Source: an optimization exercise on an open RTL-to-GDS flow (aim: small area, a short achievable clock period and few clock cycles). Production flows keep margins and buffers that such runs may drop. Power figures rest on the tool's default switching activity, not on a simulated workload.

==> 05-28 <==
Design depth_rainbow_colormap_unit, start of the top module:
module depth_rainbow_colormap_unit
#(
    parameter int DEPTH_BITS = 24
) (
    input  logic                 i_clk,
    input  logic                 i_rst_n,
    input  logic                 i_depth_valid,
    output logic                 o_depth_ready,
    input  logic [DEPTH_BITS-1:0] i_depth,
    output logic                 o_pixel_valid,
    input  logic                 i_pixel_ready,
    output logic [7:0]           o_blue,
    output logic [7:0]           o_green,
    output logic [7:0]           o_red,
    input  logic                 i_cfg_we,
    input  logic [drcm_pkg::CFG_IDX_W-1:0] i_cfg_idx,
    input  logic [drcm_pkg::DIST_W-1:0]    i_cfg_data
);
==> module drcm_div_step, before the edit <==
module drcm_div_step #(
    parameter int K = 7
) (
    input  logic [15:0] i_den,
    input  logic [24:0] i_rem,
    input  logic [7:0]  i_quo,
    output logic [24:0] o_rem,
    output logic [7:0]  o_quo
);
    logic [16:0] top;
    logic [17:0] trial;
    assign top   = i_rem[K+17:K+1];
    assign trial = {1'b0, top} - {2'b0, i_den};
    always_comb begin
        o_rem = i_rem;
        o_quo = i_quo;
        o_quo[K] = !trial[17];
        if (!trial[17]) o_rem[K+17:K+1] = trial[16:0];
    end
endmodule
Settings: LEC_CHECK=0, ABC_CLOCK_PERIOD_IN_PS=2500, CAP_MARGIN=20, CORE_MARGIN=2, CORE_UTILIZATION=40, SETUP_SLACK_MARGIN=3.3, SLEW_MARGIN=20, SYNTH_MEMORY_MAX_BITS=16384; clock period 6.0 ns.
run.sh (not shown) runs the stock make flow with config.mk's settings and CLKGATE_MAP_FILE= SYNTH_SCRIPT=/design/flow/synth_recipe.tcl, a recipe that flattens the netlist after the stock synthesis.
==> 01-23 (differences from 05-28) <==
--- a/flow/design.v
+++ b/flow/design.v
@@ -39,10 +39,34 @@
     logic [16:0] top;
-    logic [17:0] trial;
-    assign top   = i_rem[K+17:K+1];
-    assign trial = {1'b0, top} - {2'b0, i_den};
+    logic [16:0] dd;
+    logic [16:0] dif;
+    logic [16:0] g;
+    logic [16:0] p;
+    logic [16:0] bg;
+    logic [16:0] bp;
+    assign top = i_rem[K+17:K+1];
+    assign dd  = {1'b0, i_den};
     always_comb begin
+        g = ~top & dd;
+        p = ~(top ^ dd);
+        bg = g;
+        bp = p;
+        for (int l = 0; l < 5; l++) begin
+            logic [16:0] ng;
+            logic [16:0] np;
+            ng = bg;
+            np = bp;
+            for (int i = 0; i < 17; i++) begin
+                if ((i >> l) & 1) begin
+                    ng[i] = bg[i] | (bp[i] & bg[((i >> l) << l) - 1]);
+                    np[i] = bp[i] & bp[((i >> l) << l) - 1];
+                end
+            end
+            bg = ng;
+            bp = np;
+        end
+        dif = top ^ dd ^ {bg[15:0], 1'b0};
         o_rem = i_rem;
         o_quo = i_quo;
-        o_quo[K] = !trial[17];
-        if (!trial[17]) o_rem[K+17:K+1] = trial[16:0];
+        o_quo[K] = !bg[16];
+        if (!bg[16]) o_rem[K+17:K+1] = dif;
     end
Settings changed: ABC_CLOCK_PERIOD_IN_PS 2500 to 3000, SETUP_SLACK_MARGIN 3.3 to 2.8.
==> notes <==
01-23 ran to the end with no violations. 05-28 ran to the end with no violations.
Sequential share of layout area: 01-23 is higher than 05-28 (6.3 points).
Against 05-28, the global-route usage of 01-23 is lower by 4.2 points.
Between 05-28 and 01-23, the lower core utilization is in 01-23 (gap 8.7 points).
Between 01-23 and 05-28, the lower die area is in 01-23 (gap about 1.8%, measured against 05-28).
Against 01-23, the worst hold slack of 05-28 is worse by 0.011 ns.
Against 05-28, the register-to-register slack of 01-23 is higher by 0.05 ns.
Between 01-23 and 05-28, the lower design area is in 01-23 (gap 17%, measured against 05-28).
==> figures <==
	01-23	05-28
Data buffer area share	0.0574	0.122
Worst hold margin	0.414 ns	0.403 ns
Proportion of power drawn by the clock network	0.188	0.138
Global-route wire length before repair	87,000 um	107,000 um
Area fraction in compound gates after synthesis	0.166	0.210
Total length of routed met3 wires	2950 um	4390 um
Outcome	no timing/DRC/antenna violations	no timing/DRC/antenna violations
Combined area of all synthesized cells	21,600 um^2	22,000 um^2
Overall die width	237 um	239 um
Placed cell count	2,856	3,032
Number of buffers added by the clock tree synthesis step	40	41
Mapped Cells	2,136	2,303
Starting density of the core	0.403	0.402
Post-placement worst setup slack	2.02 ns	1.77 ns
Drt first-iter violations	1,071	1,390
Delay contributed by the slowest stage of the critical path	0.70 ns	0.35 ns
No functional check of the RTL was part of any run of this note.

==> static timing again, ports no longer ideal <==
In the flow no input, the clock included, has a driving cell. The finished layouts below were timed again as built, in two steps. Step 1, drivers: a clkbuf_16 drives i_clk and a buf_2 each remaining input, both assumed. Step 2 adds t to the input delays and takes it off the output delays; t is the mean of the earliest and latest rising clock arrival at the registers after step 1. Input paths then give back, and output paths get back, about the clock's delay inside the block. Three values: ideal, step 1, step 2; two values: the first two.
| run | t (ns) | setup slack, ns | worst register clock-pin slew, ns |
|---|---|---|---|
| 05-28 | 0.623 | 2.768 / 2.768 / 2.529 | 0.06 / 0.06 |
| 01-23 | 0.620 | 2.822 / 2.822 / 2.281 | 0.06 / 0.06 |
After both steps setup and hold are still met in every run listed. For 01-23, which loses most, drivers alone change the setup slack by 0.000 ns; drivers and shift together by -0.541 ns.
